Context: an optimization exercise on an open-source flow, tuned for small area and a short achievable clock period. The choices shown serve that exercise and are no tape-out recipe.
Only simulation tests tie the RTL to the original design; equivalence was not proved.
No activity file was given, so power comes from the tool's default toggle rates.

==> flow/design.v <==
package mem_resp_pkg;
    localparam int unsigned DefAw   = 6;
    localparam int unsigned DefDw   = 32;
    localparam int unsigned DefWait = 2;
    localparam int unsigned CntW    = 4;
    typedef enum logic [1:0] {
        StIdle    = 2'd0,
        StLatency = 2'd1,
        StAck     = 2'd2,
        StRelease = 2'd3
    } state_e;
endpackage
module mem_resp_ram #(
    parameter int unsigned AW = 6,
    parameter int unsigned DW = 32
) (
    input  logic          clk_i,
    input  logic          rst_i,
    input  logic          we_i,
    input  logic          re_i,
    input  logic [AW-1:0] addr_i,
    input  logic [DW-1:0] wdata_i,
    input  logic [DW/8-1:0] be_i,
    output logic [DW-1:0] rdata_o
);
    localparam int unsigned Depth = 2 ** AW;
    logic [DW-1:0] mem_q [Depth];
    logic [DW-1:0] rdata_q;
    always_ff @(posedge clk_i) begin
        if (we_i) begin
            for (int b = 0; b < int'(DW / 8); b++) begin
                if (be_i[b]) mem_q[addr_i][b*8 +: 8] <= wdata_i[b*8 +: 8];
            end
        end
    end
    always_ff @(posedge clk_i or posedge rst_i) begin
        if (rst_i) begin
            rdata_q <= '0;
        end else if (re_i) begin
            rdata_q <= mem_q[addr_i];
        end
    end
    assign rdata_o = rdata_q;
endmodule
module mem_ack_responder #(
    parameter int unsigned AW   = mem_resp_pkg::DefAw,
    parameter int unsigned DW   = mem_resp_pkg::DefDw,
    parameter int unsigned WAIT = mem_resp_pkg::DefWait
) (
    input  logic          CLK,
    input  logic          RESET,
    input  logic          MR,
    input  logic          MW,
    input  logic [AW-1:0] ADDR,
    input  logic [DW-1:0] DIN,
    input  logic [DW/8-1:0] BE,
    output logic [DW-1:0] DOUT,
    output logic          ACK_N,
    output logic [1:0]    STATE
);
    localparam logic [mem_resp_pkg::CntW-1:0] WaitInit = (WAIT == 0) ? '0 : mem_resp_pkg::CntW'(WAIT - 1);
    mem_resp_pkg::state_e          state_q;
    logic [mem_resp_pkg::CntW-1:0] cnt_q;
    logic [AW-1:0]   addr_q;
    logic [DW-1:0]   din_q;
    logic            wr_q;
    logic            ack_n_q;
    logic [DW/8-1:0] be_q;
    logic [DW/8-1:0] ram_be;
    logic          req;
    logic          idle;
    logic          fire;
    logic          op_wr;
    logic [AW-1:0] ram_addr;
    logic [DW-1:0] ram_wdata;
    assign req  = MR | MW;
    assign idle = (state_q == mem_resp_pkg::StIdle);
    assign fire = (idle && req && (WAIT == 0)) ||
                  ((state_q == mem_resp_pkg::StLatency) && req && (cnt_q == '0));
    assign op_wr     = idle ? MW : wr_q;
    assign ram_addr  = idle ? ADDR : addr_q;
    assign ram_wdata = idle ? DIN : din_q;
    assign ram_be    = idle ? BE : be_q;
    always_ff @(posedge CLK or posedge RESET) begin
        if (RESET) begin
            state_q <= mem_resp_pkg::StIdle;
            cnt_q   <= '0;
            addr_q  <= '0;
            din_q   <= '0;
            wr_q    <= 1'b0;
            ack_n_q <= 1'b1;
            be_q    <= '0;
        end else begin
            ack_n_q <= 1'b1;
            unique case (state_q)
                mem_resp_pkg::StIdle: begin
                    if (req) begin
                        addr_q <= ADDR;
                        din_q  <= DIN;
                        wr_q   <= MW;
                        be_q   <= BE;
                        if (WAIT == 0) begin
                            state_q <= mem_resp_pkg::StAck;
                            ack_n_q <= 1'b0;
                        end else begin
                            state_q <= mem_resp_pkg::StLatency;
                            cnt_q   <= WaitInit;
                        end
                    end
                end
                mem_resp_pkg::StLatency: begin
                    if (!req) begin
                        state_q <= mem_resp_pkg::StIdle;
                    end else if (cnt_q == '0) begin
                        state_q <= mem_resp_pkg::StAck;
                        ack_n_q <= 1'b0;
                    end else begin
                        cnt_q <= cnt_q - 1'b1;
                    end
                end
                mem_resp_pkg::StAck: state_q <= mem_resp_pkg::StRelease;
                mem_resp_pkg::StRelease: begin
                    if (!req) state_q <= mem_resp_pkg::StIdle;
                end
                default: state_q <= mem_resp_pkg::StIdle;
            endcase
        end
    end
    mem_resp_ram #(
        .AW (AW),
        .DW (DW)
    ) u_ram (
        .clk_i   (CLK),
        .rst_i   (RESET),
        .we_i    (fire && op_wr),
        .re_i    (fire && !op_wr),
        .addr_i  (ram_addr),
        .wdata_i (ram_wdata),
        .be_i    (ram_be),
        .rdata_o (DOUT)
    );
    assign ACK_N = ack_n_q;
    assign STATE = state_q;
endmodule
==> flow/run.sh <==
#!/bin/bash
# synth_recipe.tcl (not shown) runs the flow's synth.tcl, then flattens the netlist and writes it again
# the make line also repeats each setting of config.mk as NAME=value (left out here)
make -C /OpenROAD-flow-scripts/flow DESIGN_CONFIG=/design/flow/config.mk WORK_HOME=/design/flow/orfs CLKGATE_MAP_FILE= SYNTH_SCRIPT=/design/flow/synth_recipe.tcl finish
==> flow/config.mk <==
export PLATFORM = sky130hd
export DESIGN_NAME = mem_ack_responder
export DESIGN_NICKNAME = mem_ack_responder
export VERILOG_FILES = /design/flow/design.v
export SDC_FILE = /design/flow/constraint.sdc
export NUM_CORES = 4
export LEC_CHECK = 0
export CAP_MARGIN = 20
export CORE_MARGIN = 2
export CORE_UTILIZATION = 40
export SLEW_MARGIN = 20
==> flow/constraint.sdc <==
create_clock -name core_clock -period 5.0 [get_ports {CLK}]
set_input_delay 1.0000 -clock core_clock [delete_from_list [all_inputs] [get_ports {CLK}]]
set_output_delay 1.0000 -clock core_clock [all_outputs]
set_load 0.01 [all_outputs]
==> metrics list, run 1 <==
- Detailed placement HPWL: roughly 180 mm
- Maximum number of pins on one net before global-route repair: 65
- The number of hold violations in the final report came to 0.
- Setup Buffers After CTS: 0
- Clock tree from TritonCTS: done
- For this block, the via count after detailed routing is roughly 54000.
- Kind of end point of the critical path: flop
* Leakage power: between 30 and 40 nW
- Vias per Instance: between 6 and 7
- For this configuration, the core starts out at a cell density of 40.3%.
- Of all nets on the critical path, the largest fanout is 56.
- The cell sitting at the root of the clock tree is a clkbuf_16.
* Summed negative setup slack over all endpoints: 0 ps
- Across the VDD grid, the largest voltage drop is between 600 and 700 uV.
- Top flip-flop cell by instance count after synthesis: edfxtp_1
- Clk_skew: about 70 ps
- Dividing the synthesized area by the synthesized cell count gives 16.4 um2.
- During placement, the flow inserted port buffers numbering 80.
- Counting every instance in the synthesized netlist gives around 5100.
* Path depth of the worst reg2reg path: 10
* Post-layout util: 47.6%
* WL final: roughly 280 mm
- Final count of pins violating max slew: 0
* Number of resized instances in the post-cts repair step: 0
- The mapped netlist covers approximately 83000 um2.
- Measured against its own limit, the worst slew margin works out to 21.4%.
- For this run, asynchronously set or reset flops after synthesis account for about 3.8%.
- With fillers left out, the area of the finished cells amounts to between 90000 and 100000 um2.
* Type of origin of the critical path: flop
* Total of warnings raised by yosys: 2
- The synthesized design spends more area on one cell type than any other, namely edfxtp_1.
- The clock reaches the later pin of the worst-skew pair after a little under 900 ps.
- The top cell types in the final layout, fill and taps aside, are 2048 x edfxtp_1, 566 x buf_4, 486 x mux2i_1, 247 x nand2_1, 228 x a22oi_1.
- Chip height: between 400 and 500 um
- Across the run, the number of max-cap violations was 0.
- After global routing the overflow that remains totals 0.
* Iteration-0 DRC Markers: between 8000 and 9000
* Most common library cell in the layout ignoring fill and taps: edfxtp_1
* Fraction of post-synthesis cell area in the top cell type by area: between 70% and 80%
- At the end of routability-driven placement, the weighted congestion stood at 0.905.
- Boundary Pins: just over 80
- Inserted Clock Buffers: 206
* Unrepaired setup endpoints after global routing: no
- For hold timing, the worst endpoint is din_q[16].
- Power density of the placed cells: slightly above 600 nW/um2
* Wire length of the first global-routing pass: about 400 mm
- In this run, synthesis produced a sequential element count of around 2100.
* Max Freq: around 0.22 GHz
- Yosys mapped a number of flops with a built-in enable equal to roughly 2000.
- The final layout contains ~5700 nets.
- All-Layer GR Usage: a little over a quarter
- The floorplan step defined a die boundary enclosing 212000 um2.
- The number of hold buffers added after CTS was 0.
* Hold-critical path depth: 1
* Area growth syn-to-layout: 18.1%
- Placeable core region: 207000 um2
- After detailed placement, the total cell area comes to slightly above 90000 um2.
* First-pass iteration count of the detailed router: 11
* Die outline width: between 400 and 500 um
- In this run the most critical hold path is launched from din_q[16].
* Data arrival time of the worst path: ~5300 ps
- Post-CTS clock slew at the launch and capture registers of the worst setup and hold paths: about 60 ps
* Part of the Yosys area used for sequential elements: 76.1%
- The min-delay analysis places its worst path in the category reg2reg.
- The clock net in this run drives a total of 2130 sinks.
- STA puts the critical path data required time at between 5000 and 6000 ps.
- Number of antenna violations at the first check in global routing: 21
- Post-DR wirelength/cell: around 33 um
- The longest clock path from root to sink contains 3 buffers.
* Worst Max-Slew Pin Slew: about 1200 ps
- Synthesized netlist net count: between 5000 and 6000
- By area the synthesized netlist is led by edfxtp_1 74%, mux2i_1 5.8%, dfrtp_1 2.4%, a22oi_1 2.1%, o22ai_1 1.4%.
* Synth cell types: 84
- For the finished layout, the period the worst path requires is 4560 ps.
- The H-tree was split into 4 levels.
- Setup violations remaining at the end of the flow were counted as 0.
* Antenna Violating Nets Remaining: 0
* Floorplan row count: about 170
- Flop2flop setup slack: 440 ps
- The critical path in this run is classified as reg2reg.
- Prior to clock tree synthesis, the placed netlist has a worst setup slack of between 200 and 300 ps.
- The run finished with no timing, DRC or antenna violations.
- Number of global-route vias before repair: just over 50000
* Layout cell share with drive strength beyond 1: between 10% and 20%
- Crit share post-route: roughly 91%
- In this run the critical register-to-register path is captured at u_ram.rdata_q[4].
- DRC Markers: 0
- Setup slack on the critical path of the routed design comes to 440 ps.
cells in the mapped netlist (11+ instances only):
cell	number
nor2_1	125
o22ai_1	189
and3_1	28
mux2i_1	486
a21o_1	11
buf_2	167
o32a_1	12
a22o_1	78
a221oi_1	92
clkbuf_1	133
nor3_1	224
edfxtp_1	2048
o211ai_1	23
buf_1	48
a31oi_1	72
o21ai_0	199
a21oi_1	89
a41oi_1	11
mux2_2	68
a221o_1	13
and4_1	11
nand2_1	284
a222oi_1	72
a22oi_1	228
nand3_1	87
buf_4	26
dfrtp_1	81
nand4_1	28
worst max-delay path: stages (launching register included):
cell	delay [ps]
dfrtp_1	790
buf_4	370
nor3b_4	90
nor2_4	800
buf_12	270
buf_12	340
mux2i_1	240
o22ai_1	100
o31a_1	310
nor3_1	750
a41oi_1	220
final cells by class:
cell class	count	area (um2)
clock inverters	125	1480
fillers	17700	109000
repair buffers	690	5910
flip-flops and latches	2130	63600
diodes	7	17.5
clock buffers	263	5540
well taps	2788	3490
inverters	11	43.8
multi-input cells	2586	18600
sequential cells by signal (all words and copies together), names as in the netlist, named ones only:
register	flops
ack_n_q	1
addr_q	6
be_q	4
cnt_q	4
din_q	32
state_q	1
u_ram.mem_q	2048
u_ram.rdata_q	32
wr_q	1
layer usage:
layer  vias to the layer above  wire (um)  global-route usage, %  part of all wire, %
li1                      21800          -                      -                    -
met4                        24      14400                   12.1                  5.1
met3                       672      33900                   5.79                   12
met2                      3808     126000                   39.7                   45
met5                         -        138                      0                0.049
met1                     27200     107000                   35.7                   38
worst max-delay path by stage:
stage                               to  slack, ps  depth (start not counted)
global route          u_ram.rdata_q[4]        440                         10
finish                u_ram.rdata_q[4]        440                         10
global placement     u_ram.rdata_q[26]        250                         11
CTS                   u_ram.rdata_q[4]        540                         10
detailed placement    u_ram.rdata_q[4]        300                         10
floorplan           u_ram.mem_q[19][0]       1400                          7
cells by family (layout without fill, tap and decap cells):
kind of cell / Yosys count / in the layout / synth area share, %
DFF: 2130 / 2130 / 76.1
AOI/OAI and AO/OA: 1195 / 1195 / 10.3
and+or+nand+nor: 836 / 836 / 4.68
muxes: 554 / 554 / 6.75
buffers and inverters: 386 / 1089 / 2.11
adders and majority gates: 1 / 1 / 0.0150
other: 0 / 7 / 0
power by group:
group / internal (mW) / switching (mW) / total, mW / leakage (nW)
sequential: 23.4 / 0.527 / 23.9 / 19.4
combinational: 6.01 / 15.0 / 21.0 / 10.5
clock: 9.43 / 6.76 / 16.2 / 3.40
through the flow:
step	hold WS [ps]	total power, mW	cells
floorplan	481	34.6	5102
global placement	489	44.5	8203
detailed placement	495	44.8	8204
CTS	508	60.8	8592
global route	520	62.5	8593
finish	504	61.0	8600
==> run 2: changes to the inputs <==
==> flow/design.v (replaced) <==
module mem_ack_responder (
    input  logic        CLK,
    input  logic        RESET,
    input  logic        MR,
    input  logic        MW,
    input  logic [5:0]  ADDR,
    input  logic [31:0] DIN,
    input  logic [3:0]  BE,
    output logic [31:0] DOUT,
    output logic        ACK_N,
    output logic [1:0]  STATE
);
    logic [1:0]  st_q;      
    logic        lat2_q;    
    logic        ack_n_q;
    logic [31:0] dout_q;
    logic [63:0] sel_q;     
    logic [31:0] din_q;
    logic [3:0]  be_q;
    logic        wr_q;
    logic [3:0]  bwe_q;     
    logic [31:0] mem_q [64];
    logic req, idle, fire;
    assign req  = MR | MW;
    assign idle = (st_q == 2'd0);
    assign fire = lat2_q & req;
    always_ff @(posedge CLK or posedge RESET) begin
        if (RESET) begin
            st_q    <= 2'd0;
            lat2_q  <= 1'b0;
            ack_n_q <= 1'b1;
        end else begin
            lat2_q  <= 1'b0;
            ack_n_q <= 1'b1;
            case (st_q)
                2'd0: if (req) st_q <= 2'd1;
                2'd1: begin
                    if (!req) st_q <= 2'd0;
                    else if (lat2_q) begin
                        st_q    <= 2'd2;
                        ack_n_q <= 1'b0;
                    end else lat2_q <= 1'b1;
                end
                2'd2: st_q <= 2'd3;
                default: if (!req) st_q <= 2'd0;
            endcase
        end
    end
    always_ff @(posedge CLK) begin
        if (idle) begin
            for (int w = 0; w < 64; w++) sel_q[w] <= (ADDR == 6'(w));
            din_q <= DIN;
            be_q  <= BE;
            wr_q  <= MW;
        end
    end
    always_ff @(posedge CLK) begin
        bwe_q <= (fire && wr_q) ? be_q : 4'h0;
    end
    always_ff @(posedge CLK) begin
        for (int w = 0; w < 64; w++) begin
            for (int b = 0; b < 4; b++) begin
                if (sel_q[w] && bwe_q[b]) mem_q[w][b*8 +: 8] <= din_q[b*8 +: 8];
            end
        end
    end
    logic [31:0] rdata;
    always_comb begin
        rdata = '0;
        for (int w = 0; w < 64; w++) rdata = rdata | (mem_q[w] & {32{sel_q[w]}});
    end
    always_ff @(posedge CLK or posedge RESET) begin
        if (RESET) dout_q <= '0;
        else if (fire && !wr_q) dout_q <= rdata;
    end
    assign DOUT  = dout_q;
    assign ACK_N = ack_n_q;
    assign STATE = st_q;
endmodule
==> run 2 against run 1 <==
- power fell by 16%
- sequential power is essentially flat
- global-route usage barely moved
- via count down 14%
- wire length fell by 4.2%
- non-clock buffer count fell by 463
- sequential cell count grew 59
- combinational power decreased by 46%
- worst hold slack lost 64 ps
- first-iteration DRC count is 4.5% lower
- clock-buffer cell count unchanged
- final area shrank 8.4%
- critical path type is now reg2out
==> metrics list, run 2 <==
* Unrepaired setup endpoints after global routing: no
- Worst setup path end: DOUT[0]
* Buffer cell driving the clock tree root: clkbuf_16
- Worst hold slack: 440 ps (-64.0 ps)
- The placement-stage cell area is 83500 um2 (-8.8%).
- Final hold viol count: 0 (unchanged)
- Ranked by total cell area, the synthesized netlist is headed by edfxtp_1 81%, a22oi_1 5.4%, a22o_1 2.5%, and2_1 2.0%, a221oi_1 2.0%.
- Critical path's largest stage delay: 620 ps (-180 ps)
- Total of warnings raised by yosys: 2 (unchanged)
- Relative to the synthesized area, the layout overhead comes to 13.4%.
- The final critical delay including setup and external delays is 3060 ps (-1500 ps).
- Clock latency reported for the late side of the worst-skew pair: 850 ps (-20 ps)
* Layout cell share with drive strength beyond 1: 11.1% (-7.5 points)
* Count leader, synth: edfxtp_1
- Headroom to the max-slew limit: 17.6% (-3.8 points)
* Number of global-route vias before repair: 44000 (-14%)
* Area used by multi-input combinational logic: 12600 um2 (-32%)
* Kind of end point of the critical path: output port
* Hold-fix buffers, CTS: 0 (unchanged)
- The total area of sequential cells was 65500 um2 (+3.1%).
- Max Freq: 0.326 GHz (+49%)
* Total via count in the routed design: 46100 (-14%)
- Among all stages on the critical path, the largest delay is contributed by clkdlybuf4s50_1.
- DRC Markers: 0 (unchanged)
- Biggest registers after layout: mem_q (2048), sel_q (64)
- Logic depth of the worst path, buffers included: 1 (-9)
- The number of H-tree branching levels came to 4 (unchanged).
- Most frequent cells in the layout: 2149 x edfxtp_1, 576 x a22oi_1, 260 x and2_1, 224 x a22o_1, 209 x clkbuf_16
- Worst Max-Slew Pin Slew: 1240 ps (+57.7 ps)
- The power density normalized to cell area came to 568 nW/um2 (-8.3%).
- The async set or reset register ratio after synthesis came to 1.64% (-2.2 points).
- Fraction of post-synthesis cell area in the top cell type by area: 81.0% (+7.4 points)
- Starting density of the core: 40.3% (about the same)
- The post-synthesis cell count came to 4233 (-17%).
- Iteration-0 DRC Markers: 8212 (-4.5%)
* Flops & latches, synth: 2189 (+2.8%)
- Most common library cell in the layout ignoring fill and taps: edfxtp_1
- The commonest cells after synthesis are 2149 x edfxtp_1, 576 x a22oi_1, 260 x and2_1, 224 x a22o_1, 180 x a221oi_1.
- Family with the most delay on the worst path: buffers and inverters
* Cells along the critical path: clkdlybuf4s50_1
- The cell leakage power came to 28.1 nW (-16%).
* Worst Path Buf+Inv: 1 (-2)
- Outcome: complete, no violations
- Max-cap violations: 0 (unchanged)
- The number of antenna-violating nets in the routed design came to 0 (unchanged).
- The number of cells on the worst reg-to-reg path was 2 (-8).
- The area of the core region came to 198000 um2 (-4.7%).
- Buffer levels on the longest clock path: 3 (unchanged)
* Post-DR wirelength/cell: 37.5 um (+15%)
- The setup skew after layout came to 31.1 ps (-38.8 ps).
- The detailed-placement wirelength estimate was 163 mm (-10%).
- Number of resized instances in the post-cts repair step: 0 (unchanged)
* Final count of pins violating max slew: 0 (unchanged)
- Post-layout util: 45.7% (-1.9 points)
* Critical path startpoint: dout_q[0]
- Mean cell area of the mapped netlist: 18.8 um2 (+15%)
* Top flip-flop cell by instance count after synthesis: edfxtp_1
- Data required time at the worst endpoint: 4000 ps (-1700 ps)
- The number of antenna violations at the first check in global routing came to 14 (-33%).
- The overall routing resource usage is 26.1% (about the same).
- Number of nets in the layout: 4420 (-22%)
- The number of enable flip-flop cells after synthesis is 2149 (+4.9%).
* Worst supply voltage drop on vdd: 451 uV (-32%)
- Synth cell types: 32 (-62%)
- Inserted Clock Buffers: 206 (unchanged)
* Synthesized netlist net count: 4283 (-17%)
- Final-report setup violation count: 0 (unchanged)
- The worst setup path is launched from a flop.
* Worst reg2reg endpoint: mem_q[20][27]
- The worst register-to-register path begins at sel_q[20].
- Crit share post-route: 61.3% (-30 points)
* Boundary Pins: 81 (unchanged)
* Setup Buffers After CTS: 0 (unchanged)
- The min-delay analysis places its worst path in the category reg2reg.
- The worst setup slack before clock tree synthesis came to 1660 ps (+1360 ps).
* Kind of critical path: reg2out
* Fillers: 16600 (-6.0%)
- The count of port buffers added during placement came to 80 (unchanged).
* Summed negative setup slack over all endpoints: 0 ps (unchanged)
- Overall die area: 203000 um2 (-4.6%)
- Part of the Yosys area used for sequential elements: 82.3% (+6.1 points)
- Vias per Instance: 6.42 (+3.1%)
* Wire length of the first global-routing pass: 367 mm (-6.6%)
- The clock sink count is 2189 (+2.8%).
* Number of flip-flops under the largest register name: 2048 (unchanged)
- Register ranked first by flip-flop count: mem_q
- Worst-path maximum fanout: 2 (-96%)
* Maximum number of pins on one net before global-route repair: 65 (unchanged)
- Flop2flop setup slack: 2160 ps (+1720 ps)
* Post-CTS clock slew at the launch and capture registers of the worst setup and hold paths: 60 ps (about the same)
* Clock tree from TritonCTS: done
* Netlist area before placement: 79600 um2 (-4.6%)
- WL final: 269 mm (-4.2%)
- The design area is 90300 um2 (-8.4%).
* Final setup margin: 1940 ps (+1500 ps)
* Die outline width: 450 um (-2.3%)
* Final global-route overflow total: 0 (unchanged)
* Data arrival time of the worst path: 2060 ps (-3200 ps)
- Library cell occupying the most area in the post-synthesis netlist: edfxtp_1
- Floorplan row count: 163 (-2.4%)
- First-pass iteration count of the detailed router: 6 (-5)
- Routability Congestion: 0.898 (-0.78%)
* Chip height: 450 um (-2.3%)
## run 2: changes by cell type after synthesis, moves of 71 or more
cell,previous run,this run
a22o_1,78,224
buf_2,167,80
edfxtp_1,2048,2149
o21ai_0,199,0
mux2i_1,486,1
a22oi_1,228,576
o22ai_1,189,0
nor3_1,224,33
and2_1,7,260
a31oi_1,72,1
a222oi_1,72,0
a221oi_1,92,180
nand4_1,28,161
nand2_1,284,10
## run 2: per-layer routing
metal | share of wire, % | wire length (um) | GRT usage, % | vias up
met5 | 0.032 | 86 | 0 | -
met4 | 3.8 | 10300 | 9.08 | 12
met3 | 12 | 32700 | 5.87 | 526
met2 | 46 | 123000 | 40.4 | 3521
met1 | 38 | 103000 | 36.4 | 24100
li1 | - | - | - | 18000
## run 2: logic make-up (layout without fill, tap and decap cells)
kind of cell / after synthesis / in the layout / share of synthesized area (%)
other: 0 / 5 / 0
flip-flops: 2189 / 2189 / 82.3
multiplexers: 1 / 1 / 0.0126
buffers and inverters: 301 / 611 / 1.90
AND/OR/NAND/NOR: 678 / 678 / 4.82
adder cells (fa/ha/maj): 4 / 4 / 0.0628
AO/OA/AOI/OAI: 1060 / 1060 / 10.9
## run 2: power breakdown
part | switching [mW] | internal [mW] | total [mW]
combinational | 8.72 | 2.56 | 11.3
sequential | 1.09 | 23.0 | 24.1
clock | 6.96 | 9.00 | 16.0
## run 2: how the worst min path moves through the flow
stage / to / from / slack [ps] / cells after the start
2_1_floorplan: bwe_q[0] / be_q[0] / 420 / 1
3_3_place_gp: bwe_q[0] / be_q[0] / 420 / 1
3_5_place_dp: bwe_q[0] / be_q[0] / 430 / 1
4_1_cts: bwe_q[0] / be_q[0] / 440 / 1
5_1_grt: bwe_q[0] / be_q[0] / 470 / 1
6_report: bwe_q[0] / be_q[0] / 440 / 1
## run 2: metrics by stage
stage | std cells | power, mW
finish | 7188 | 51.3
global route | 7184 | 52.2
CTS | 7182 | 51.0
detailed placement | 6801 | 35.4
global placement | 6800 | 35.2
floorplan | 4233 | 29.2
## run 2: cell type report
cell class | instances | area share (%)
timing repair buffer | 227 | 2.29
inverter | 3 | 0.0152
tap | 2640 | 3.66
antenna | 5 | 0.0138
multi-input combinational | 1743 | 14.0
clock inverter | 118 | 1.37
clock buffer | 263 | 6.16
sequential | 2189 | 72.5
==> run 3: changes to the inputs <==
--- a/flow/config.mk
+++ b/flow/config.mk
@@ -8,4 +8,5 @@
 export CAP_MARGIN = 20
 export CORE_MARGIN = 2
 export CORE_UTILIZATION = 40
+export SETUP_SLACK_MARGIN = 2.6
 export SLEW_MARGIN = 20
==> run 3 against run 2 <==
- via count grew 1.0%
- clock skew down 8.6 ps
- final cell count increased by 1.0%
- highest routed layer unchanged
- combinational power up 9.7%
- die area unchanged
- fmax up 22%
- critical path depth unchanged
- sequential share of layout area decreased by 0.45 points
- area after synthesis is the same
- first-iteration DRC count is 6.6% higher
- power up 0.27%
==> metrics list, run 3 <==
- The number of antenna violations at the first check in global routing came to 14 (unchanged).
- The worst-case register-to-register setup slack was 2580 ps (+420 ps).
- The clock insertion delay at the later pin of the skew report came to 830 ps (-20 ps).
- The final-stage net count is 4501 (+1.8%).
- The transition time of the tightest slew-check pin was 1070 ps (-169 ps).
- The ratio of final minimum period to clock period was 50.2% (-11 points).
- Headroom to the max-slew limit: 28.9% (+11 points)
- Leakage power: 28.5 nW (+1.4%)
* Critical path's largest stage delay: 510 ps (-110 ps)
- The via count of the first global-routing pass came to 43900 (-0.22%).
- Traced cell by cell, the critical path runs through buf_6.
* Max Freq: 0.398 GHz (+22%)
- Worst supply voltage drop on vdd: 501 uV (+11%)
- Buffer levels on the longest clock path: 3 (unchanged)
* Detailed placement HPWL: 167 mm (+2.2%)
- Outcome: complete, no violations
- Clk_skew: 22.5 ps (-8.60 ps)
- The total power is 51.4 mW (+0.27%).
- Path category of the worst min-delay check: reg2reg
- The number of H-tree branching levels came to 4 (unchanged).
* Most used standard cells in the synthesized netlist: 2149 x edfxtp_1, 576 x a22oi_1, 260 x and2_1, 224 x a22o_1, 180 x a221oi_1
* Data arrival time of the worst path: 1510 ps (-550 ps)
- Clock tree from TritonCTS: done
- Boundary Pins: 81 (unchanged)
- Post-synthesis async set-or-reset flop share: 1.64% (unchanged)
* Antenna Violating Nets Remaining: 0 (unchanged)
- WL final: 274 mm (+1.8%)
- The final critical delay including setup and external delays came to 2510 ps (-554 ps).
- The placement row count is 163 (unchanged).
- The post-synthesis cell count is 4233 (unchanged).
- Final-report setup violation count: 0 (unchanged)
* Clock tree sinks: 2189 (unchanged)
- The power density normalized to cell area came to 566 nW/um2 (-0.41%).
- The tightest hold margin was 439 ps (-1.23 ps).
- Iteration-0 DRC Markers: 8753 (+6.6%)
* Summed negative setup slack over all endpoints: 0 ps (unchanged)
- The post-placement cell count is 6811 (+0.15%).
- Chip height: 450 um (unchanged)
- The count of different cell masters after synthesis was 32 (unchanged).
- Overall die area: 203000 um2 (unchanged)
- The final estimated routing congestion in global placement was 0.906 (+0.82%).
- The largest net degree at the start of global routing came to 65 (unchanged).
- Total of warnings raised by yosys: 2 (unchanged)
* Worst-path maximum fanout: 2 (unchanged)
- Post-DR wirelength/cell: 37.8 um (+0.79%)
* Die outline width: 450 um (unchanged)
- Placed instance area: 83600 um2 (about the same)
* Final global-route overflow total: 0 (unchanged)
- The post-route non-filler standard cell count is 7261 (+1.0%).
* Final hold viol count: 0 (unchanged)
- More flip-flops sit in one register than any other, and that register is mem_q.
- Unrepaired setup endpoints after global routing: yes
* Kind of end point of the critical path: output port
- Data required time at the worst endpoint: 4000 ps (about the same)
* Kind of critical path: reg2out
- The proportion of layout cells with a drive suffix above 1 came to 14.8% (+3.7 points).
* Slowest stage cell on the critical path: dfrtp_2
- Type of origin of the critical path: flop
* Part of the Yosys area used for sequential elements: 82.3% (unchanged)
- The design area is 91000 um2 (+0.68%).
- The count of port buffers added during placement was 80 (unchanged).
* DRC Markers: 0 (unchanged)
- CTS placed an instance of clkbuf_16 at the clock tree root.
* Library cell occupying the most area in the post-synthesis netlist: edfxtp_1
- Placeable core region: 198000 um2 (unchanged)
- Top area cells in the synthesized netlist: edfxtp_1 81%, a22oi_1 5.4%, a22o_1 2.5%, and2_1 2.0%, a221oi_1 2.0%
- Mean cell area of the mapped netlist: 18.8 um2 (unchanged)
- Starting density of the core: 40.3% (unchanged)
- Fraction of post-synthesis cell area in the top cell type by area: 81.0% (unchanged)
- Worst Path Buf+Inv: 1 (unchanged)
- Most common library cell in the layout ignoring fill and taps: edfxtp_1
- All-Layer GR Usage: 26.5% (+0.38 points)
* Family with the most delay on the worst path: flip-flops
- The net count after synthesis is 4283 (unchanged).
- The netlist area before placement was 79600 um2 (unchanged).
- The number of CTS-inserted buffers was 205 (-0.49%).
- Area growth syn-to-layout: 14.2%
* Hold-fix buffers, CTS: 0 (unchanged)
- Most frequent cells in the layout: 2149 x edfxtp_1, 576 x a22oi_1, 224 x a22o_1, 222 x and2_1, 212 x clkbuf_16
- The largest registers in the layout are mem_q (2048), sel_q (64).
* Post-CTS clock slew at the launch and capture registers of the worst setup and hold paths: 60 ps (about the same)
* Final count of pins violating max slew: 0 (unchanged)
- The via count was 46600 (+1.0%).
- Vias per Instance: 6.42 (about the same)
- The global-route wire length before repair came to 371 mm (+0.98%).
- First-pass iteration count of the detailed router: 6 (unchanged)
- The flip-flop count of the largest register after layout came to 2048 (unchanged).
- Number of enable-type register cells in the synthesized netlist: 2149 (unchanged)
* Flops & latches, synth: 2189 (unchanged)
- Yosys instantiated no cell more often than edfxtp_1.
* Max-cap violations: 0 (unchanged)
- Among all flip-flop cells after synthesis, the most frequent one is edfxtp_1.
## run 3: cell counts after synthesis
Identical to the previous run, type by type.
## run 3: stage by stage
stage | setup WS [ps] | util [%]
global placement | 1940 | 42.3
floorplan | 2780 | -
finish | 2490 | 46.0
global route | 2480 | 46.0
CTS | 2420 | 45.9
detailed placement | 1840 | 42.3
## run 3: path summary, 6_finish.rpt
check / depth (start not counted) / end / from
hold reg to reg: 1 / bwe_q[1] / be_q[1]
max in group asynchronous: 3 / dout_q[14] / RESET
min in group asynchronous: 2 / st_q[1] / RESET
setup reg to reg: 2 / mem_q[0][15] / bwe_q[1]
setup / recovery: 1 / DOUT[0] / dout_q[0]
hold / removal: 1 / bwe_q[1] / be_q[1]
## run 3: routing by layer
layer  vias to the layer above  global-route usage, %  share of wire, %  wire length, um
li1                      18100                      -                 -                -
met1                     24300                   36.8                38           103000
met2                      3668                   40.8                46           125000
met3                       534                   6.30                13            35700
met4                        10                   9.14               3.7            10200
met5                         -                      0             0.025               69
## run 3: final cells by class
type                    count  area (um2)
flip-flops and latches   2189       65600
fillers                 16500      107000
clock inverters            93         790
well taps                2640        3300
diodes                      3        7.51
repair buffers            309        2760
inverters                   3        11.3
clock buffers             281        5740
multi-input cells        1743       12800
## run 3: timing repair
| action | CTS | global route |
|---|---|---|
| gates resized for setup | 220 | 46 |
| pin swaps | 1 | 3 |
| gates cloned | 0 | 0 |
| buffers inserted | 60 | 13 |
| endpoints found under the setup margin | 290 | 216 |
## run 3: kinds of logic (layout without fill, tap and decap cells)
family,Yosys count,after routing,synth area share (%)
and+or+nand+nor,678,678,4.82
buffers and inverters,301,686,1.90
muxes,1,1,0.0126
other,0,3,0
DFF,2189,2189,82.3
AOI/OAI and AO/OA,1060,1060,10.9
adders and majority gates,4,4,0.0628
## run 3: where the power goes
group	total [mW]	internal (mW)	switching, mW
clock network	15.5	8.67	6.80
registers	23.6	23.0	0.606
logic	12.4	2.88	9.50
total	51.4	34.5	16.9
==> run 4: changes to the inputs <==
--- a/flow/config.mk
+++ b/flow/config.mk
@@ -7,6 +7,8 @@
 export LEC_CHECK = 0
 export CAP_MARGIN = 20
 export CORE_MARGIN = 2
-export CORE_UTILIZATION = 40
-export SETUP_SLACK_MARGIN = 2.6
+export CORE_UTILIZATION = 65
+export CTS_CLUSTER_DIAMETER = 100
+export CTS_CLUSTER_SIZE = 30
+export SETUP_SLACK_MARGIN = 2.8
 export SLEW_MARGIN = 20
==> run 4 against run 3 <==
- critical path type unchanged
- core utilization grew 25 points
- first-iteration DRC count grew 12%
- power shrank 13%
- via count shrank 0.11%
- worst setup slack gained 62 ps
- worst hold slack gained 13 ps
- sequential power is essentially flat
- clock power shrank 44%
- largest power group unchanged
- wire length shrank 3.5%
- final cell count shrank 17%
==> metrics list, run 4 <==
- Outcome: complete, no violations
- edfxtp_1 takes more of the synthesized area than any other cell.
- The routed length per placed instance was 43.9 um (+16%).
- Most used standard cells in the synthesized netlist: 2149 x edfxtp_1, 576 x a22oi_1, 260 x and2_1, 224 x a22o_1, 180 x a221oi_1
- Flop2flop setup slack: 2710 ps (+130 ps)
- Power density of the placed cells: 522 nW/um2 (-7.8%)
- The total area of sequential cells was 65500 um2 (about the same).
* Origin of the worst min-delay path: be_q[2]
- The netlist area before placement came to 79600 um2 (unchanged).
- The largest net degree at the start of global routing is 65 (unchanged).
- Routability Congestion: 0.914 (+0.92%)
* Clock latency reported for the late side of the worst-skew pair: 750 ps (-80 ps)
- Post-CTS clock slew at the launch and capture registers of the worst setup and hold paths: 110 ps (+50 ps)
* Cells along the critical path: buf_6
- The synthesized-area fraction occupied by and/or/nand/nor cells is 4.82% (unchanged).
- Leakage power: 26.6 nW (-6.7%)
- The overall overflow remaining after global route was 0 (unchanged).
* Critical path's largest stage delay: 530 ps (+20 ps)
- The combined buffer and inverter count along the critical path came to 1 (unchanged).
- The ratio of final minimum period to clock period is 49.0% (-1.2 points).
- Worst supply voltage drop on vdd: 675 uV (+35%)
* Inserted Clock Buffers: 82 (-60%)
* Buffer cell driving the clock tree root: clkbuf_16
- Main combinational cell family by area after synthesis: compound AO/OA/AOI/OAI gates
- The met2 layer wire length in the routed design came to 119 mm (-4.7%).
- The number of antenna violations at the first check in global routing is 9 (-5).
- The max-cap violation count was 0 (unchanged).
- Number of nets in the layout: 4373 (-2.8%)
- The number of enable flip-flop cells after synthesis came to 2149 (unchanged).
- Hold-critical path depth: 1 (unchanged)
- All-Layer GR Usage: 41.8% (+15 points)
* Placeable core region: 122000 um2 (-38%)
* Buffer levels on the longest clock path: 3 (unchanged)
* Biggest registers after layout: mem_q (2048), sel_q (64)
- Part of the Yosys area used for sequential elements: 82.3% (unchanged)
- The transition time of the tightest slew-check pin came to 1040 ps (-31.2 ps).
- Summed negative setup slack over all endpoints: 0 ps (unchanged)
- The number of design-rule violations left by the first detailed-router iteration was 9835 (+12%).
- Count leader, synth: edfxtp_1
* Wire length of the first global-routing pass: 354 mm (-4.5%)
- The number of search-and-repair iterations in the first detailed-routing pass was 8 (+2).
- STA classifies the critical path endpoint as an output port.
- H-tree Lvls: 3 (-1)
- The flip-flop count of the largest register after layout came to 2048 (unchanged).
- Crit Reg-Reg Startpoint: sel_q[19]
- The library cell used most frequently in the layout, excluding fill and tap cells, is edfxtp_1.
- The detailed router used layers up to and including met5.
- Most frequent cells in the layout: 2149 x edfxtp_1, 573 x a22oi_1, 241 x and2_1, 224 x a22o_1
- The worst endpoint required time came to 4000 ps (about the same).
* Fraction of post-synthesis cell area in the top cell type by area: 81.0% (unchanged)
- The die area was 125000 um2 (-38%).
- Crit path time final: 2450 ps (-61.7 ps)
- Mean cell area of the mapped netlist: 18.8 um2 (unchanged)
- The die outline width was 354 um (-21%).
- Total Power: 45.0 mW (-13%)
- The final routed DRC violation total was 0 (unchanged).
- The detailed-placement wirelength estimate came to 154 mm (-7.2%).
- Top area cells in the synthesized netlist: edfxtp_1 81%, a22oi_1 5.4%, a22o_1 2.5%, and2_1 2.0%, a221oi_1 2.0%
- Worst Hold End: bwe_q[2]
- TritonCTS built the clock tree.
- Vias per Instance: 7.73 (+20%)
- The xor and xnor area share after synthesis came to 0% (unchanged).
- The area of the multi-input gates came to 13200 um2 (+3.2%).
* Number of buffer cells added on primary ports: 80 (unchanged)
- Worst-path maximum fanout: 2 (unchanged)
* Layout cell share with drive strength beyond 1: 11.8% (-3.1 points)
* Area fraction in compound gates after synthesis: 10.9% (unchanged)
- The number of register bits inferred by synthesis came to 2189 (unchanged).
- Fillers: 7610 (-54%)
- Antenna Violating Nets Remaining: 0 (unchanged)
* Post-synthesis async set-or-reset flop share: 1.64% (unchanged)
* M1 wire length: 90.9 mm (-12%)
- The y dimension of the die is 354 um (-21%).
* Post-synthesis adder-cell area fraction: 0.0628% (unchanged)
* Top flip-flop cell by instance count after synthesis: edfxtp_1
- The total stage count of the critical path is 1 (unchanged).
- Register ranked first by flip-flop count: mem_q
- Total of warnings raised by yosys: 2 (unchanged)
* Multiplexer fraction of the synthesized cell area: 0.0126% (unchanged)
- Unrepaired setup endpoints after global routing: yes
- The via count of the first global-routing pass was 42700 (-2.8%).
- Tracing the worst setup path back leads to its startpoint at dout_q[0].
- The final-report max-slew violation count was 0 (unchanged).
- The I/O pin total came to 81 (unchanged).
- The total length of routed wires came to 264 mm (-3.5%).
- Headroom to the max-slew limit: 31.0% (+2.1 points)
* Starting density of the core: 65.4% (+25 points)
* Path depth of the worst reg2reg path: 3 (+1)
* Type of origin of the critical path: flop
- Final hold viol count: 0 (unchanged)
* Data arrival time of the worst path: 1450 ps (-60 ps)
- The largest individual stage delay along the critical path comes from the cell dfrtp_2.
- Path category of the worst min-delay check: reg2reg
- Synth cell types: 32 (unchanged)
- Clk_skew: 36.0 ps (+13.5 ps)
- The hold-fix buffer count after cts came to 0 (unchanged).
* Synthesized netlist net count: 4283 (unchanged)
- Max Freq: 0.408 GHz (+2.5%)
- Worst reg2reg endpoint: mem_q[19][18]
- The clock sink count came to 2189 (unchanged).
- Floorplan row count: 128 (-21%)
* Syn Inst Count: 4233 (unchanged)
- The number of failing setup endpoints in the final timing report was 0 (unchanged).
- The via count is 46500 (-0.11%).
* Area growth syn-to-layout: 8.28%
* Kind of critical path: reg2out
- Among cell families on the critical path, the largest total delay comes from flip-flops.
- Detailed-routed wire length on met3: 41.2 mm (+15%)
-- run 4: changes by cell type in the layout (fill, tap and decap cells not counted), moves of 29 or more --
cell | before | now
a221oi_2 | 52 | 83
clkbuf_16 | 212 | 89
a221oi_1 | 172 | 135
clkinv_2 | 29 | 0
buf_4 | 208 | 161
clkinv_1 | 39 | 0
-- run 4: repair_timing --
item | in CTS | in global routing
endpoints found under the setup margin | 738 | 186
buffers inserted | 57 | 22
pin swaps | 5 | 17
gates resized for setup | 256 | 86
cloned | 2 | 3
-- run 4: layout make-up --
cell class,instances,share of cell area [%]
Clock buffer,150,2.80
Inverter,3,0.0131
Clock inverter,1,0.0102
Antenna cell,7,0.0203
Timing Repair Buffer,304,3.47
Sequential cell,2189,76.0
Multi-Input combinational cell,1743,15.3
Tap cell,1625,2.36
-- run 4: cells by family (layout without fill, tap and decap cells) --
logic type               Yosys count  in the layout
flip-flops                      2189           2189
AO/OA/AOI/OAI                   1060           1060
AND/OR/NAND/NOR                  678            678
buffers and inverters            301            458
adder cells (fa/ha/maj)            4              4
multiplexers                       1              1
other                              0              7
-- run 4: worst max-delay path by stage --
stage                 endpoint  slack (ps)
global placement    dout_q[28]        2140
floorplan              st_q[0]        2840
CTS                    DOUT[0]        2540
global route           DOUT[0]        2550
finish                 DOUT[0]        2550
detailed placement   dout_q[9]        1960
-- run 4: layer usage --
layer  global-route usage [%]  vias up
li1                         -    17700
met1                     60.3    23700
met2                     62.9     4422
met3                     10.4      644
met4                     16.2        2
met5                        0        -
-- run 4: metrics by stage --
step	cells	util (%)	worst slack, ps	hold WS, ps	instance area (um2)
after floorplan	4233	-	2840	420	79700
after global placement	5778	67.5	2140	425	82200
after detailed placement	5779	67.5	1960	427	82200
after CTS	5989	70.2	2540	451	85500
after global routing	6015	70.8	2550	481	86200
final	6022	70.8	2550	452	86200
-- run 4: where the power goes --
part,switching [mW],internal (mW),total [mW]
clock,5.33,3.34,8.67
combinational,9.67,3.07,12.7
sequential,0.623,22.9,23.6
==> run 5: changes to the inputs <==
--- a/flow/design.v
+++ b/flow/design.v
@@ -14,11 +14,11 @@
     logic        lat2_q;    
     logic        ack_n_q;
     logic [31:0] dout_q;
-    logic [63:0] sel_q;     
+    logic [63:0] sel_n_q;   
     logic [31:0] din_q;
     logic [3:0]  be_q;
     logic        wr_q;
-    logic [3:0]  bwe_q;     
+    logic [3:0]  bwe_n_q;   
     logic [31:0] mem_q [64];
     logic req, idle, fire;
     assign req  = MR | MW;
@@ -48,26 +48,26 @@
     end
     always_ff @(posedge CLK) begin
         if (idle) begin
-            for (int w = 0; w < 64; w++) sel_q[w] <= (ADDR == 6'(w));
+            for (int w = 0; w < 64; w++) sel_n_q[w] <= (ADDR != 6'(w));
             din_q <= DIN;
             be_q  <= BE;
             wr_q  <= MW;
         end
     end
     always_ff @(posedge CLK) begin
-        bwe_q <= (fire && wr_q) ? be_q : 4'h0;
+        bwe_n_q <= (fire && wr_q) ? ~be_q : 4'hF;
     end
     always_ff @(posedge CLK) begin
         for (int w = 0; w < 64; w++) begin
             for (int b = 0; b < 4; b++) begin
-                if (sel_q[w] && bwe_q[b]) mem_q[w][b*8 +: 8] <= din_q[b*8 +: 8];
+                if (!(sel_n_q[w] || bwe_n_q[b])) mem_q[w][b*8 +: 8] <= din_q[b*8 +: 8];
             end
         end
     end
     logic [31:0] rdata;
     always_comb begin
-        rdata = '0;
-        for (int w = 0; w < 64; w++) rdata = rdata | (mem_q[w] & {32{sel_q[w]}});
+        rdata = '1;
+        for (int w = 0; w < 64; w++) rdata = rdata & (mem_q[w] | {32{sel_n_q[w]}});
     end
     always_ff @(posedge CLK or posedge RESET) begin
         if (RESET) dout_q <= '0;
--- a/flow/config.mk
+++ b/flow/config.mk
@@ -8,7 +8,7 @@
 export CAP_MARGIN = 20
 export CORE_MARGIN = 2
 export CORE_UTILIZATION = 65
-export CTS_CLUSTER_DIAMETER = 100
+export CTS_CLUSTER_DIAMETER = 80
 export CTS_CLUSTER_SIZE = 30
 export SETUP_SLACK_MARGIN = 2.8
 export SLEW_MARGIN = 20
==> run 5 against run 4 <==
- fmax is 1.8% higher
- critical path type unchanged
- first-iteration DRC count is 7.8% higher
- combinational power shrank 48%
- global-route usage increased by 4.6 points
- critical path depth unchanged
- clock power grew 4.5%
- highest routed layer unchanged
- die area fell by 2.4%
- power is 15% lower
- still clean on timing, DRC and antenna
- area after synthesis is 2.5% lower
- sequential share of layout area shrank 1.2 points
- largest power group unchanged
==> metrics list, run 5 <==
- The fmax is 0.416 GHz (+1.8%).
- Buffer levels on the longest clock path: 3 (unchanged)
- The count of port buffers added during placement came to 80 (unchanged).
- The path class of the tightest hold or removal check is reg2reg.
- Type of origin of the critical path: flop
- Hold-fix buffers, CTS: 0 (unchanged)
- Chip height: 350 um (-1.2%)
- Count leader, synth: edfxtp_1
- Worst-path maximum fanout: 2 (unchanged)
- The die area came to 122000 um2 (-2.4%).
- The library cell used most frequently in the layout, excluding fill and tap cells, is edfxtp_1.
- Inserted Clock Buffers: 85 (+3.7%)
- Leaving out fill and tap cells, the most frequent cells in the layout are 2149 x edfxtp_1, 828 x o22ai_1, 308 x buf_4, 247 x nor2_1, 102 x nand2_1.
- Top area cells in the synthesized netlist: edfxtp_1 83%, o22ai_1 6.7%, nor2_1 1.6%, nor4_1 1.2%, dfrtp_1 1.1%
* Sequential power share: 59.1% (+6.7 points)
- In this run the worst setup path begins at dout_q[18].
- Family with the most delay on the worst path: flip-flops
- The utilization of the core after routing came to 74.1% (+3.3 points).
- DRC Markers: 0 (unchanged)
- Antenna Violating Nets Remaining: 0 (unchanged)
- Crit Reg-Reg Startpoint: sel_n_q[63]
- The final sum of negative setup slack was 0 ps (unchanged).
* Vias per Instance: 7.90 (+2.3%)
* Worst Path Buf+Inv: 1 (unchanged)
- The post-synthesis cell count came to 4296 (+1.5%).
- The clock sink count is 2189 (unchanged).
- The number of failing setup endpoints in the final timing report was 0 (unchanged).
* Area fraction in and, or, nand and nor cells after synthesis: 4.70% (-0.12 points)
- Clock latency reported for the late side of the worst-skew pair: 750 ps (about the same)
* Area growth syn-to-layout: 12.9%
* Outcome: complete, no violations
- Number of flip-flops under the largest register name: 2048 (unchanged)
- The worst-case register-to-register setup slack came to 2720 ps (about the same).
* Worst Max-Slew Pin Slew: 1290 ps (+255 ps)
- Number of global-route vias before repair: 44000 (+3.0%)
* Mean cell area of the mapped netlist: 18.1 um2 (-3.9%)
- Starting density of the core: 65.7% (+0.26 points)
* Area fraction in compound gates after synthesis: 9.11% (-1.8 points)
- The internal power component is 27.4 mW (-6.5%).
- Clk_skew: 48.5 ps (+12.5 ps)
- Layout cell share with drive strength beyond 1: 17.0% (+5.3 points)
- Headroom to the max-slew limit: 13.6% (-17 points)
- The final-report max-slew violation count came to 0 (unchanged).
* H-tree Lvls: 3 (unchanged)
- The detailed-placement wirelength estimate is 164 mm (+6.0%).
- The area of the core region came to 118000 um2 (-2.9%).
* WL final: 293 mm (+11%)
- Fillers: 6943 (-8.8%)
* Wire length of the first global-routing pass: 375 mm (+5.9%)
* Buffer cell driving the clock tree root: clkbuf_16
- Biggest registers after layout: mem_q (2048), sel_n_q (64)
- Number of enable-type register cells in the synthesized netlist: 2149 (unchanged)
* Comb pwr share: 17.2% (-11 points)
- Net switching power of the design: 10.8 mW (-31%)
- The final-stage net count is 4664 (+6.7%).
- Worst supply voltage drop on vdd: 588 uV (-13%)
- Die outline width: 350 um (-1.2%)
- The worst endpoint required time came to 4000 ps (about the same).
- The area share of the largest cell type after synthesis is 83.1% (+2.0 points).
* Post-Synth XOR/XNOR Area: 0% (unchanged)
- Most used standard cells in the synthesized netlist: 2149 x edfxtp_1, 832 x o22ai_1, 332 x nor2_1, 146 x nor4_1, 125 x clkbuf_1
- The placement row count came to 126 (-1.6%).
- Synthesized netlist net count: 4346 (+1.5%)
- The worst setup slack before clock tree synthesis was 1620 ps (-346 ps).
- Slowest stage cell on the critical path: dfrtp_2
* Post-synthesis async set-or-reset flop share: 1.64% (unchanged)
- The clock transition at the registers of the reported paths is 110 ps (about the same).
- TritonCTS built the clock tree.
* Total via count in the routed design: 49100 (+5.6%)
* Netlist area before placement: 77700 um2 (-2.5%)
- Post-synthesis adder-cell area fraction: 0.0644% (+0.0016 points)
- First-pass iteration count of the detailed router: 8 (unchanged)
- The total number of yosys warnings is 2 (unchanged).
- After synthesis, the largest family of logic cells by area is compound AO/OA/AOI/OAI gates.
- Post-DR wirelength/cell: 47.1 um (+7.3%)
- Flops & latches, synth: 2189 (unchanged)
* Boundary Pins: 81 (unchanged)
- The worst path arrival time came to 1410 ps (-40 ps).
- The number of design-rule violations left by the first detailed-router iteration was 10600 (+7.8%).
- Max-cap violations: 0 (unchanged)
* Final hold viol count: 0 (unchanged)
- The largest net degree at the start of global routing is 65 (unchanged).
* Origin of the worst min-delay path: be_q[3]
- The synthesized design spends more area on one cell type than any other, namely edfxtp_1.
* All-Layer GR Usage: 46.5% (+4.6 points)
- mem_q holds more flip-flops than any other register.
- The signal on the critical path passes through buf_6.
* Multiplexer fraction of the synthesized cell area: 0.0129% (+0.00032 points)
* Fraction of power spent switching nets: 28.2% (-6.5 points)
- Kind of critical path: reg2out
- Clock share of power: 23.7% (+4.4 points)
- Number of antenna violations at the first check in global routing: 11 (+2)
* Crit path time final: 2410 ps (-42.7 ps)
- The power density normalized to cell area is 436 nW/um2 (-16%).
- The least setup slack across all paths after layout was 2590 ps (+42.7 ps).
* Final global-route overflow total: 0 (unchanged)
- Leakage power: 27.0 nW (+1.7%)
* Unrepaired setup endpoints after global routing: yes
- Kind of end point of the critical path: output port
* Critical path's largest stage delay: 500 ps (-30 ps)
* Routability Congestion: 0.959 (+4.9%)
- The ratio of final minimum period to clock period was 48.1% (-0.85 points).
- For this run, the leading register cell type out of synthesis is edfxtp_1.
- The post-synthesis sequential area ratio came to 84.3% (+2.1 points).
- The count of different cell masters after synthesis was 37 (+16%).
[run 5: cells by family after synthesis]
| logic type | Yosys count |
|---|---|
| DFF | 2189 |
| AOI/OAI and AO/OA | 1060 |
| and+or+nand+nor | 742 |
| buffers and inverters | 300 |
| adders and majority gates | 4 |
| muxes | 1 |
[run 5: final cells by class]
cell class	instances	area (um2)	share of cell area, %
Sequential cell	2189	65500	74.8
Multi-Input combinational cell	1808	11700	13.3
Clock inverter	13	193	0.220
Timing Repair Buffer	527	5860	6.69
Inverter	3	11.3	0.0128
Antenna cell	5	12.5	0.0143
Tap cell	1536	1920	2.19
Clock buffer	138	2430	2.77
[run 5: power by group through the flow]
stage | sequential [mW] | clock [mW] | combinational (mW)
final | 22.6 | 9.06 | 6.57
after global routing | 22.6 | 9.49 | 6.54
after CTS | 22.6 | 8.92 | 5.80
after detailed placement | 23.0 | 0 | 5.26
after global placement | 23.0 | 0 | 5.15
after floorplan | 23.6 | 0 | 1.62
[run 5: path summary, 6_finish.rpt]
path	endpoint	cells after the start
max	DOUT[18]	1
min	bwe_n_q[3]	1
max reg2reg	dout_q[24]	6
min reg2reg	bwe_n_q[3]	1
max in group asynchronous	dout_q[13]	3
min in group asynchronous	dout_q[30]	2
[run 5: metal layers]
layer / share of wire (%) / vias up / global-route usage, % / routed length, um
met4: 8.3 / 16 / 29.3 / 24200
met5: 0.037 / - / 0 / 108
met1: 31 / 24400 / 62.7 / 90900
met3: 18 / 1056 / 14.4 / 52000
li1: - / 18300 / - / -
met2: 43 / 5320 / 66.9 / 126000
[run 5: metrics by stage]
stage / std cells / instance area [um2] / power [mW] / hold slack (ps)
2_1_floorplan: 4296 / 77700 / 25.2 / 387
3_3_place_gp: 5841 / 81000 / 28.2 / 383
3_5_place_dp: 5847 / 81200 / 28.3 / 394
4_1_cts: 6118 / 86000 / 37.3 / 416
5_1_grt: 6216 / 87600 / 38.6 / 443
6_report: 6219 / 87700 / 38.2 / 412
[run 5: what timing repair did]
action / in CTS / in global routing
gates resized for setup: 352 / 145
pin swaps: 9 / 25
endpoints found under the setup margin: 627 / 250
setup buffers: 108 / 83
cloned: 12 / 12
==> run 6: changes to the inputs <==
--- a/flow/config.mk
+++ b/flow/config.mk
@@ -10,5 +10,5 @@
 export CORE_UTILIZATION = 65
 export CTS_CLUSTER_DIAMETER = 80
 export CTS_CLUSTER_SIZE = 30
-export SETUP_SLACK_MARGIN = 2.8
+export SETUP_SLACK_MARGIN = 2.6
 export SLEW_MARGIN = 20
==> run 6 against run 5 <==
- clock-buffer cell count unchanged
- sequential power barely moved
- final cell count down 2.3%
- sequential share of layout area is 2.4 points higher
- combinational power decreased by 12%
- fmax down 2.1%
- synthesized cell count stayed put
- die area unchanged
- register-to-register slack lost 180 ps
- largest power group unchanged
- highest routed layer unchanged
==> metrics list, run 6 <==
* Number of buffer cells added on primary ports: 80 (unchanged)
- Leakage power: 25.7 nW (-4.9%)
- WL final: 273 mm (-6.7%)
- Number of nets in the layout: 4521 (-3.1%)
- The clock insertion delay at the later pin of the skew report was 740 ps (about the same).
* Total of warnings raised by yosys: 2 (unchanged)
- The number of cells on the worst reg-to-reg path was 6 (unchanged).
- Flops & latches, synth: 2189 (unchanged)
- Top flip-flop cell by instance count after synthesis: edfxtp_1
* Max-cap violations: 0 (unchanged)
- Worst Path Buf+Inv: 2 (+1)
* Number of global-route vias before repair: 43200 (-1.6%)
* Hold-critical path depth: 1 (unchanged)
- Unrepaired setup endpoints after global routing: yes
- Worst supply voltage drop on vdd: 579 uV (-1.7%)
* Worst reg2reg endpoint: dout_q[10]
- Inserted Clock Buffers: 85 (unchanged)
- The global-route wire length before repair came to 364 mm (-3.0%).
- The flip-flop count of the largest register after layout came to 2048 (unchanged).
* Slowest stage cell on the critical path: nor4_1
- Power density of the placed cells: 440 nW/um2 (+1.0%)
- The compound-gate portion of the synthesized area was 9.11% (unchanged).
- Post-synthesis adder-cell area fraction: 0.0644% (unchanged)
* Final hold viol count: 0 (unchanged)
- The post-synthesis area per instance was 18.1 um2 (unchanged).
* Multiplexer fraction of the synthesized cell area: 0.0129% (unchanged)
- H-tree Lvls: 3 (unchanged)
* Placeable core region: 118000 um2 (unchanged)
* Origin of the worst min-delay path: be_q[3]
* Number of enable-type register cells in the synthesized netlist: 2149 (unchanged)
- The least setup slack across all paths after layout came to 2540 ps (-50.5 ps).
- Part of the Yosys area used for sequential elements: 84.3% (unchanged)
* Register ranked first by flip-flop count: mem_q
* Total via count in the routed design: 47400 (-3.5%)
- Starting density of the core: 65.7% (unchanged)
* Worst Max-Slew Pin Slew: 1250 ps (-44.7 ps)
* Worst-path maximum fanout: 20 (+18)
* Syn Inst Count: 4296 (unchanged)
- The worst endpoint required time was 5660 ps (+1660 ps).
- The flow ran to the end and the layout has no timing, DRC or antenna violations.
* Routability Congestion: 0.959 (unchanged)
- First-pass iteration count of the detailed router: 8 (unchanged)
- The synthesized design spends more area on one cell type than any other, namely edfxtp_1.
- Max Freq: 0.407 GHz (-2.1%)
* Path category of the worst min-delay check: reg2reg
* Clock tree from TritonCTS: done
* Vias per Instance: 7.80 (-1.2%)
- From synthesis to final layout, the design area changed by 9.30%.
* Most used standard cells in the synthesized netlist: 2149 x edfxtp_1, 832 x o22ai_1, 332 x nor2_1, 146 x nor4_1, 125 x clkbuf_1
- Area fraction in and, or, nand and nor cells after synthesis: 4.70% (unchanged)
- Non-filler instance count after layout: 6078 (-2.3%)
- The utilization of the core after routing was 71.8% (-2.3 points).
- Placed instance count: 5847 (unchanged)
- By area the synthesized netlist is led by edfxtp_1 83%, o22ai_1 6.7%, nor2_1 1.6%, nor4_1 1.2%, dfrtp_1 1.1%.
- The clock sink count is 2189 (unchanged).
- The routed length per placed instance came to 45.0 um (-4.5%).
- Detailed placement HPWL: 164 mm (unchanged)
- The count of different cell masters after synthesis came to 37 (unchanged).
- The I/O pin total is 81 (unchanged).
- Buffer levels on the longest clock path: 3 (unchanged)
- The placement row count came to 126 (unchanged).
- The clock transition at the registers of the reported paths was 110 ps (about the same).
- The overall overflow remaining after global route came to 0 (unchanged).
- The netlist area before placement came to 77700 um2 (unchanged).
- Kind of end point of the critical path: flop
* Overall die area: 122000 um2 (unchanged)
* Type of origin of the critical path: flop
- Flop2flop setup slack: 2540 ps (-180 ps)
* Post-Synth XOR/XNOR Area: 0% (unchanged)
* Summed negative setup slack over all endpoints: 0 ps (unchanged)
- Post-synthesis async set-or-reset flop share: 1.64% (unchanged)
* Number of antenna violations at the first check in global routing: 7 (-4)
- Biggest registers after layout: mem_q (2048), sel_n_q (64)
- Cells along the critical path: buf_6 -> buf_6 -> o22ai_1 -> nor4_1 -> nand4_1 -> o21ai_1
- The filler cell count in the final layout is 7275 (+4.8%).
- The setup skew after layout came to 42.2 ps (-6.32 ps).
* All-Layer GR Usage: 44.8% (-1.7 points)
* Worst Hold End: bwe_n_q[3]
* Final-report setup violation count: 0 (unchanged)
- Chip height: 350 um (unchanged)
- Antenna Violating Nets Remaining: 0 (unchanged)
- The final routed DRC violation total came to 0 (unchanged).
- Critical path's largest stage delay: 800 ps (+300 ps)
* Critical Path Most Common Cell: buf_6
- The area share of the largest cell type after synthesis is 83.1% (unchanged).
* Main combinational cell family by area after synthesis: compound AO/OA/AOI/OAI gates
- The relative slew slack is 16.6% (+3.0 points).
- The ratio of final minimum period to clock period was 49.1% (+1.0 points).
- The cell family contributing the most delay on the critical path is simple AND/OR/NAND/NOR gates.
* Placement-stage worst setup slack: 1620 ps (unchanged)
- edfxtp_1 is the most common cell in the netlist.
* Synthesized netlist net count: 4346 (unchanged)
- The worst path arrival time is 3110 ps (+1700 ps).
- Most common library cell in the layout ignoring fill and taps: edfxtp_1
- Crit Reg-Reg Startpoint: sel_n_q[56]
- The number of design-rule violations left by the first detailed-router iteration was 9836 (-7.2%).
- Maximum number of pins on one net before global-route repair: 65 (unchanged)
* Kind of critical path: reg2reg
* Hold-fix buffers, CTS: 0 (unchanged)
- Most frequent cells in the layout: 2149 x edfxtp_1, 832 x o22ai_1, 277 x nor2_1, 228 x buf_4, 121 x nor4_1
- Die outline width: 350 um (unchanged)
- Buffer cell driving the clock tree root: clkbuf_16
- Crit path time final: 2460 ps (+50.5 ps)
- Layout cell share with drive strength beyond 1: 12.6% (-4.4 points)
* Final count of pins violating max slew: 0 (unchanged)
-- run 6: cell counts after synthesis --
Identical to the previous run, type by type.
-- run 6: worst max path at each step --
| stage | startpoint | endpoint | depth (start not counted) |
|---|---|---|---|
| 2_1_floorplan | st_q[0] | st_q[0] | 5 |
| 3_3_place_gp | MW | dout_q[11] | 7 |
| 3_5_place_dp | MW | dout_q[19] | 7 |
| 4_1_cts | sel_n_q[8] | dout_q[0] | 6 |
| 5_1_grt | sel_n_q[12] | dout_q[15] | 6 |
| 6_report | sel_n_q[56] | dout_q[10] | 6 |
-- run 6: logic make-up after synthesis --
family | after synthesis
mux | 1
simple gates | 742
flops | 2189
fa+ha+maj | 4
buf+inv | 300
compound gates | 1060
-- run 6: metal layers --
layer | vias up | track usage, % | wire length [um]
met3 | 824 | 12.0 | 44600
met4 | 6 | 25.6 | 19800
met5 | - | 0 | 34
met1 | 23800 | 62.2 | 89200
li1 | 18000 | - | -
met2 | 4803 | 65.3 | 120000
-- run 6: worst reg2reg max path, cell delays in order (launching register included) --
cell	delay, ps
edfxtp_1	360
buf_6	330
buf_6	400
o22ai_1	140
nor4_1	800
nand4_1	180
o21ai_1	180
-- run 6: area by class of cell --
type,instances,area (um2),area share [%]
antenna,7,17.5,0.0206
clock buffer,138,2430,2.86
clock inverter,13,193,0.227
inverter,3,11.3,0.0133
multi-input combinational,1808,11200,13.2
sequential,2189,65500,77.2
tap,1536,1920,2.26
timing repair buffer,384,3610,4.25
-- run 6: report_power, final --
part	total [mW]	switching (mW)	internal [mW]
Clock	9.03	5.44	3.59
Sequential	22.6	0.353	22.2
Combinational	5.79	4.60	1.18
-- run 6: repair_timing --
item                                    4_1_cts  5_1_grt
buffers inserted                             65        3
gates resized for setup                     213       52
pin swaps                                     0        3
endpoints found under the setup margin      132       93
cloned                                        1        1
-- run 6: metrics by stage --
stage               power, mW  hold WS, ps  area (um2)
floorplan                25.2          387       77700
global placement         28.2          383       81000
detailed placement       28.3          394       81200
CTS                      36.9          416       84600
global route             37.9          443       84900
finish                   37.4          418       84900
==> run 7: changes to the inputs <==
--- a/flow/design.v
+++ b/flow/design.v
@@ -12,6 +12,7 @@
 );
     logic [1:0]  st_q;      
     logic        lat2_q;    
+    logic        busy_q;    
     logic        ack_n_q;
     logic [31:0] dout_q;
     logic [63:0] sel_n_q;   
@@ -22,15 +23,17 @@
     logic [31:0] mem_q [64];
     logic req, idle, fire;
     assign req  = MR | MW;
-    assign idle = (st_q == 2'd0);
+    assign idle = !busy_q;
     assign fire = lat2_q & req;
     always_ff @(posedge CLK or posedge RESET) begin
         if (RESET) begin
             st_q    <= 2'd0;
             lat2_q  <= 1'b0;
+            busy_q  <= 1'b0;
             ack_n_q <= 1'b1;
         end else begin
             lat2_q  <= 1'b0;
+            busy_q  <= req || (st_q == 2'd2);
             ack_n_q <= 1'b1;
             case (st_q)
                 2'd0: if (req) st_q <= 2'd1;
--- a/flow/config.mk
+++ b/flow/config.mk
@@ -10,5 +10,6 @@
 export CORE_UTILIZATION = 65
 export CTS_CLUSTER_DIAMETER = 80
 export CTS_CLUSTER_SIZE = 30
-export SETUP_SLACK_MARGIN = 2.6
+export PLACE_DENSITY = 0.8
+export SETUP_SLACK_MARGIN = 2.7
 export SLEW_MARGIN = 20
==> run 7 against run 6 <==
- still clean on timing, DRC and antenna
- die area hardly changed
- area after synthesis hardly changed
- sequential share of layout area is 0.057 points lower
- power is 16% lower
- highest routed layer unchanged
==> metrics list, run 7 <==
* Slowest stage cell on the critical path: edfxtp_1
- Internal Pwr Total: 24.3 mW (-9.8%)
- Routability Congestion: 0.981 (+2.4%)
* Overall die area: 122000 um2 (about the same)
- Fraction of power spent switching nets: 22.1% (-5.7 points)
- Total of warnings raised by yosys: 2 (unchanged)
- Final setup margin: 2570 ps (+25.6 ps)
* Synth cell types: 33 (-11%)
- Type of origin of the critical path: flop
- The overall overflow remaining after global route was 0 (unchanged).
- Buffer cell driving the clock tree root: clkbuf_16
* Net switching power of the design: 6.92 mW (-33%)
- Biggest registers after layout: mem_q (2048), sel_n_q (64)
- The startpoint identified for the worst register-to-register timing path is sel_n_q[45].
- Sorting the synthesized cells by how often they occur yields 2149 x edfxtp_1, 832 x o22ai_1, 331 x nor2_1, 147 x nor4_1, 128 x clkbuf_1.
* Number of buffer cells added on primary ports: 80 (unchanged)
* Area growth syn-to-layout: 9.51%
- The flip-flop count of the largest register after layout was 2048 (unchanged).
- Inserted Clock Buffers: 84 (-1.2%)
- Max-cap violations: 0 (unchanged)
* Data required time at the worst endpoint: 5660 ps (about the same)
- Clock latency reported for the late side of the worst-skew pair: 750 ps (about the same)
- The number of H-tree branching levels came to 3 (unchanged).
- Final-report setup violation count: 0 (unchanged)
- Number of global-route vias before repair: 45400 (+5.1%)
- Flops & latches, synth: 2190 (+0.046%)
* Kind of end point of the critical path: flop
- Sequential power share: 66.6% (+6.2 points)
- The worst hold path belongs to the class reg2reg.
- The final sum of negative setup slack is 0 ps (unchanged).
- The async set or reset register ratio after synthesis came to 1.69% (+0.045 points).
- The peak supply drop came to 370 uV (-36%).
- DRC Markers: 0 (unchanged)
* Post-DR wirelength/cell: 43.5 um (-3.4%)
* Count leader, synth: edfxtp_1
* Crit path time final: 2430 ps (-25.6 ps)
* Critical path startpoint: sel_n_q[45]
- Buffer levels on the longest clock path: 3 (unchanged)
- The flow ran to the end and the layout has no timing, DRC or antenna violations.
* Placed instance count: 5840 (-0.12%)
* Headroom to the max-slew limit: 11.6% (-5.1 points)
* Clock tree sinks: 2190 (+0.046%)
* Final hold viol count: 0 (unchanged)
- The ratio of final minimum period to clock period came to 48.6% (-0.51 points).
- Most common library cell in the layout ignoring fill and taps: edfxtp_1
- The share of total power in the clock network was 27.8% (+3.7 points).
* Placeable core region: 118000 um2 (unchanged)
* Library cell occupying the most area in the post-synthesis netlist: edfxtp_1
- Total Power: 31.3 mW (-16%)
- Antenna Violating Nets Remaining: 0 (unchanged)
- The detailed-placement wirelength estimate is 157 mm (-4.2%).
- Number of nets in the layout: 4535 (+0.31%)
- TritonCTS built the clock tree.
- Number of antenna violations at the first check in global routing: 11 (+4)
* Top area cells in the synthesized netlist: edfxtp_1 83%, o22ai_1 6.7%, nor2_1 1.6%, nor4_1 1.2%, dfrtp_1 1.2%
- Die outline width: 350 um (about the same)
- The combined buffer and inverter count along the critical path came to 1 (-1).
- Leakage power: 25.7 nW (about the same)
* All-Layer GR Usage: 43.1% (-1.6 points)
* Part of the Yosys area used for sequential elements: 84.4% (+0.093 points)
* Comb pwr share: 5.7% (-9.8 points)
- WL final: 265 mm (-3.1%)
* Wire length of the first global-routing pass: 356 mm (-2.0%)
- Boundary Pins: 81 (unchanged)
- The ratio of routed vias to standard cells is 8.08 (+3.5%).
* Worst Max-Slew Pin Slew: 1320 ps (+75.8 ps)
- Cells along the critical path: buf_4 -> o22ai_1 -> nor4_1 -> nand4_1 -> o21ai_1
- Critical path's largest stage delay: 600 ps (-200 ps)
- Max Freq: 0.411 GHz (+1.1%)
- Non-filler instance count after layout: 6098 (+0.33%)
- The worst setup slack before clock tree synthesis came to 1470 ps (-149 ps).
-- run 7: logic make-up after synthesis --
group | share of synthesized area, %
compound gates | 9.12
simple gates | 4.68
flops | 84.4
buf+inv | 1.76
-- run 7: layout make-up --
cell class,instances,area (um2)
Sequential cell,2190,65600
Fill cell,6718,33200
Multi-Input combinational cell,1804,11200
Timing Repair Buffer,406,3780
Clock buffer,138,2380
Tap cell,1536,1920
Clock inverter,8,80.1
Antenna cell,13,32.5
Inverter,3,15.0
-- run 7: stage by stage --
step | cell area [um2] | hold slack [ps]
after floorplan | 77600 | 387
after global placement | 80900 | 385
after detailed placement | 80900 | 388
after CTS | 84500 | 407
after global routing | 85000 | 422
final | 85000 | 404
-- run 7: per-layer routing --
layer | routed length (um) | part of all wire, % | track usage [%]
met2 | 112000 | 42 | 61.2
met3 | 52800 | 20 | 17.1
met4 | 24400 | 9.2 | 28.8
met5 | 318 | 0.12 | 0
met1 | 75900 | 29 | 55.6
-- run 7: timing repair --
item,CTS,global route
pin swaps,1,3
resized for setup,237,60
setup buffers,82,12
gates cloned,4,1
endpoints found under the setup margin,341,166
-- run 7: final timing paths --
check / endpoint / slack, ps / depth (start not counted)
max in group asynchronous: dout_q[23] / 3390 / 3
max reg2reg: dout_q[11] / 2570 / 5
min: bwe_n_q[3] / 400 / 1
min reg2reg: bwe_n_q[3] / 400 / 1
max: dout_q[11] / 2570 / 5
min in group asynchronous: busy_q / 650 / 2
-- run 7: power groups by stage --
stage	logic (mW)	clock network (mW)	registers, mW
floorplan	0.490	0	21.3
global placement	1.46	0	21.2
detailed placement	1.51	0	21.2
CTS	1.65	8.52	20.8
global route	1.78	9.10	20.8
finish	1.77	8.69	20.8

Check on run 7: ideal ports give 2.568 ns setup slack; a clkbuf_16 on the clock port and buf_2 on the inputs give 2.541 ns; moving port delays by the midpoint clock arrival (0.818 ns) as well gives 2.000 ns.
